What follows belongs to an exercise in optimizing a design on an open flow for small area and a short achievable clock period; a production flow would make more cautious choices.
RTL that was checked went through simulation tests only; none was proved equivalent to the original.
Power and IR drop assume default switching activity.

Setup of the previous run:
Design biq_top, start of the top module:
module biq_top (
    input  logic                 clk,
    input  logic                 rst_clk,
    input  logic                 global_flush,
    input  logic                 dispatch_stall,
    input  logic                 in_vld,
    input  biq_pkg::pipe_t       in_pipe,
    input  biq_pkg::iid_t        in_iid,
    input  biq_pkg::opcode_t     in_opcode,
    input  biq_pkg::funct7_t     in_funct7,
    input  biq_pkg::funct3_t     in_funct3,
    input  biq_pkg::xlen_t       in_pc,
    input  logic                 in_psrc1_vld,
    input  logic                 in_psrc1_ready,
    input  biq_pkg::preg_t       in_psrc1,
    input  logic                 in_psrc2_vld,
    input  logic                 in_psrc2_ready,
    input  biq_pkg::preg_t       in_psrc2,
    input  logic                 in_pdst_vld,
    input  biq_pkg::preg_t       in_pdst,
    input  logic                 in_imm_vld,
    input  biq_pkg::xlen_t       in_imm,
    input  biq_pkg::wake_vld_t   wake_vld,
    input  biq_pkg::wake_preg_t  wake_preg,
    output logic                 biq_stall,
    output logic                 biq_vld,
    output biq_pkg::iid_t        biq_iid,
    output biq_pkg::opcode_t     biq_opcode,
    output biq_pkg::funct7_t     biq_funct7,
    output biq_pkg::funct3_t     biq_funct3,
    output biq_pkg::xlen_t       biq_pc,
    output logic                 biq_psrc1_vld,
    output biq_pkg::preg_t       biq_psrc1,
    output logic                 biq_psrc2_vld,
    output biq_pkg::preg_t       biq_psrc2,
    output logic                 biq_pdst_vld,
    output biq_pkg::preg_t       biq_pdst,
    output logic                 biq_imm_vld,
    output biq_pkg::xlen_t       biq_imm
);
Size: about 710 flip-flops, roughly 390 I/O pins.
==> flow/config.mk <==
export PLATFORM = sky130hd
export DESIGN_NAME = biq_top
export DESIGN_NICKNAME = biq_top
export VERILOG_FILES = /design/flow/design.v
export SDC_FILE = /design/flow/constraint.sdc
export NUM_CORES = 4
export LEC_CHECK = 0
export CAP_MARGIN = 20
export CORE_MARGIN = 2
export CORE_UTILIZATION = 60
export CTS_BUF_LIST = sky130_fd_sc_hd__clkbuf_8
export SETUP_SLACK_MARGIN = 2.0
export SLEW_MARGIN = 20
==> flow/constraint.sdc <==
create_clock -name core_clock -period 4.0 [get_ports {clk}]
set_input_delay 0.8000 -clock core_clock [delete_from_list [all_inputs] [get_ports {clk}]]
set_output_delay 0.8000 -clock core_clock [all_outputs]
set_load 0.01 [all_outputs]
standard.sh (not shown) runs the stock make flow with config.mk's settings and CLKGATE_MAP_FILE= SYNTH_SCRIPT=/design/flow/synth_recipe.tcl, a recipe that flattens the netlist after the stock synthesis.
==> flow/flow/run.sh <==
#!/bin/bash
set -euo pipefail
export BUFFER_PORTS_ARGS="-buffer_cell sky130_fd_sc_hd__buf_2"
export CTS_ARGS="-sink_clustering_enable -repair_clock_nets -dont_use_dummy_load"
bash standard.sh finish > flow_standard.log 2>&1
Changes in the current run relative to the previous run:
Settings: CORE_UTILIZATION changed from 60 to 40; CTS_BUF_LIST changed from sky130_fd_sc_hd__clkbuf_8 to sky130_fd_sc_hd__clkbuf_4 sky130_fd_sc_hd__clkbuf_8 sky130_fd_sc_hd__clkbuf_16.
--- outcome ---
- The previous run → the current run: number of inserted filler cells in the final layout saw an increase, utilization down 22 points, worst setup slack moved up.

---

run 1:
biq_top, a different RTL version from the one above (not shown whole).
Size: ~1800 cells after synthesis, roughly 720 flip-flops, roughly 390 I/O pins.
clock: 4.0 ns
lec_check: 0
cap_margin: 20
core_margin: 2
core_utilization: 60
setup_slack_margin: 2.0
slew_margin: 20
==> flow/flow/run.sh <==
#!/bin/bash
set -euo pipefail
export BUFFER_PORTS_ARGS="-buffer_cell sky130_fd_sc_hd__buf_2"
bash standard.sh finish > flow_standard.log 2>&1
What run 2 does differently from run 1 at the input level:
- CORE_UTILIZATION: 60 -> 40
==> comparison <==
Total leakage power went up slightly going from run 1 to run 2.
Run 2 ended with less fmax than run 1.
The total die area of run 2 was inferior to that of run 1.
Of run 1 and run 2, run 1 shows the higher per-cell routed wire length, with run 2 below it.
Of run 1 and run 2, the run reporting the higher sequential share of layout area was run 1.
### run 2 -> run 3
- SETUP_SLACK_MARGIN no longer set, was 2.0
### Flow results
- Critical setup path kind = primary input to flip-flop: run 3; critical setup path kind = flip-flop to flip-flop: run 2
- Diff run 3 and run 2: number of logic stages on the critical path including buffering lower in run 2
- Final cell count without fillers in run 3 is 0.42% lower than in run 2
- Reported for run 3 and run 2, die extent in y turned out identical to the last digit.
No functional check of the RTL was part of any run of this note.

---

== job 3191 ==
RTL: one of the versions met above, not the one the previous note started from.
Size in the first run: about 710 flip-flops, roughly 390 I/O pins, about 27000 sq um of cells after synthesis.
Settings: LEC_CHECK=0, CAP_MARGIN=20, CORE_MARGIN=2, CORE_UTILIZATION=40, SETUP_SLACK_MARGIN=1.9, SLEW_MARGIN=20; clock period 4.0 ns.
==> flow/flow/run.sh <==
#!/bin/bash
set -euo pipefail
export BUFFER_PORTS_ARGS="-buffer_cell sky130_fd_sc_hd__buf_2"
export CTS_ARGS="-sink_clustering_enable -repair_clock_nets -dont_use_dummy_load"
bash standard.sh finish > flow_standard.log 2>&1
Changes in job 5436 relative to job 3191:
- changing CORE_UTILIZATION from 40 to 60
- changing SETUP_SLACK_MARGIN from 1.9 to 2.0
## What came out
Re proportion of power drawn by the clock network: job 5436 is 1.1 points down on job 3191.
On job 5436: power density relative to cell area is 0.43% lower than what job 3191 gave.
Share of final layout cell area taken by non-clock buffers (job 5436 over job 3191): increase, 0.32 points
Summary of job 5436 over job 3191: combinational share of power went up 0.4 points; smallest hold slack went down 0.037 ns; total power went down about 1.1%; met2 capacity usage during global routing went up 12 points.
Edits applied to the flow inputs when going from job 5436 to job 5925:
- a change of CORE_UTILIZATION from 60 to 40
==> flow/flow/run.sh <==
#!/bin/bash
set -euo pipefail
export BUFFER_PORTS_ARGS="-buffer_cell sky130_fd_sc_hd__buf_2"
bash standard.sh finish > flow_standard.log 2>&1
Findings:
Die area: job 5925 vs job 5436 up 49%
From job 5436 to job 5925, number of hold violations in the final report did not move at all.
Relative to job 5436, final worst hold slack has decreased by 0.015 ns in job 5925.
Lower combinational fraction of design power goes to job 5925 over job 5436.
Row number of detailed-route iterations in the first pass: job 5925 higher / job 5436 lower
Job 5436 → job 5925: portion of the layout cell area used by clock cells rose by 2.0 points, share of cells above drive strength 1 increased 2.3 points, clock tree buffer count of the final layout went up 33, fraction of power consumed by the clock network now sits higher, total power went up 1.5 mW.
In the metrics for job 5436 and job 5925, the one carrying the lower global-route usage is job 5925.
The following lists how job 9058 was set up differently from job 5925:
- putting TNS_END_PERCENT at 5 where nothing was set
- swapping 40 for 60 in CORE_UTILIZATION
==> flow/flow/run.sh <==
#!/bin/bash
set -euo pipefail
export BUFFER_PORTS_ARGS="-buffer_cell sky130_fd_sc_hd__buf_2"
export CTS_ARGS="-sink_clustering_enable -repair_clock_nets -dont_use_dummy_load"
bash standard.sh finish > flow_standard.log 2>&1
==> comparison <==
Job 9058 vs job 5925 on fraction of area in clock buffers and inverters: job 9058 is the lower one. Job 9058 has less setup slack than job 5925. In the final reports, the cell area of job 9058 is smaller than that of job 5925. The run showing the greater part of the cycle the worst path needs is job 9058. Job 9058 completed end to end with timing, DRC and antenna clean. Relative to job 5925, full die area has decreased by 23000 sq um in job 9058. On final hold slack: between job 5925 and job 9058, it ends up lower for job 5925. For the power, job 9058 came in about 9% lower than job 5925 did. Detail-routed via count per cell delta for job 9058 relative to job 5925: about 10% higher.

-- separate check: timing with driven ports --
How much do the figures lean on ideal ports? The routed layouts below were timed once more, with nothing changed but the port constraints.
Step 1 sets driving cells, clkbuf_16 on the clock port and buf_2 on the other inputs (assumed; they add their load-dependent delay and slew).
Step 2 times the ports against the registers' clock, not the clock port: input delays grow and output delays shrink by t, the midpoint of the rising clock arrivals with the driver on.
Slacks: no drivers / after step 1 / after step 2; pairs: no drivers / after step 1.
run | t (ns) | slack for setup (ns) | latest minus earliest clock arrival (ns)
the previous run | 0.635 | 1.908 / 1.925 / 1.290 | 0.039 / 0.040
the current run | 0.648 | 1.930 / 1.930 / 1.320 | 0.082 / 0.082
run 1 | 0.652 | 1.682 / 1.679 / 1.027 | 0.021 / 0.020
run 2 | 0.667 | 1.653 / 1.653 / 1.088 | 0.027 / 0.027
run 3 | 0.667 | 1.541 / 1.559 / 0.906 | 0.025 / 0.025
job 3191 | 0.639 | 1.753 / 1.790 / 1.150 | 0.048 / 0.047
job 5436 | 0.635 | 1.908 / 1.925 / 1.290 | 0.039 / 0.040
job 5925 | 0.677 | 1.956 / 1.922 / 1.309 | 0.030 / 0.030
job 9058 | 0.641 | 1.862 / 1.856 / 1.274 | 0.062 / 0.061
After both steps every run listed still meets setup and hold. For run 1, which loses most, drivers alone change the setup slack by -0.003 ns; drivers and shift together by -0.655 ns.
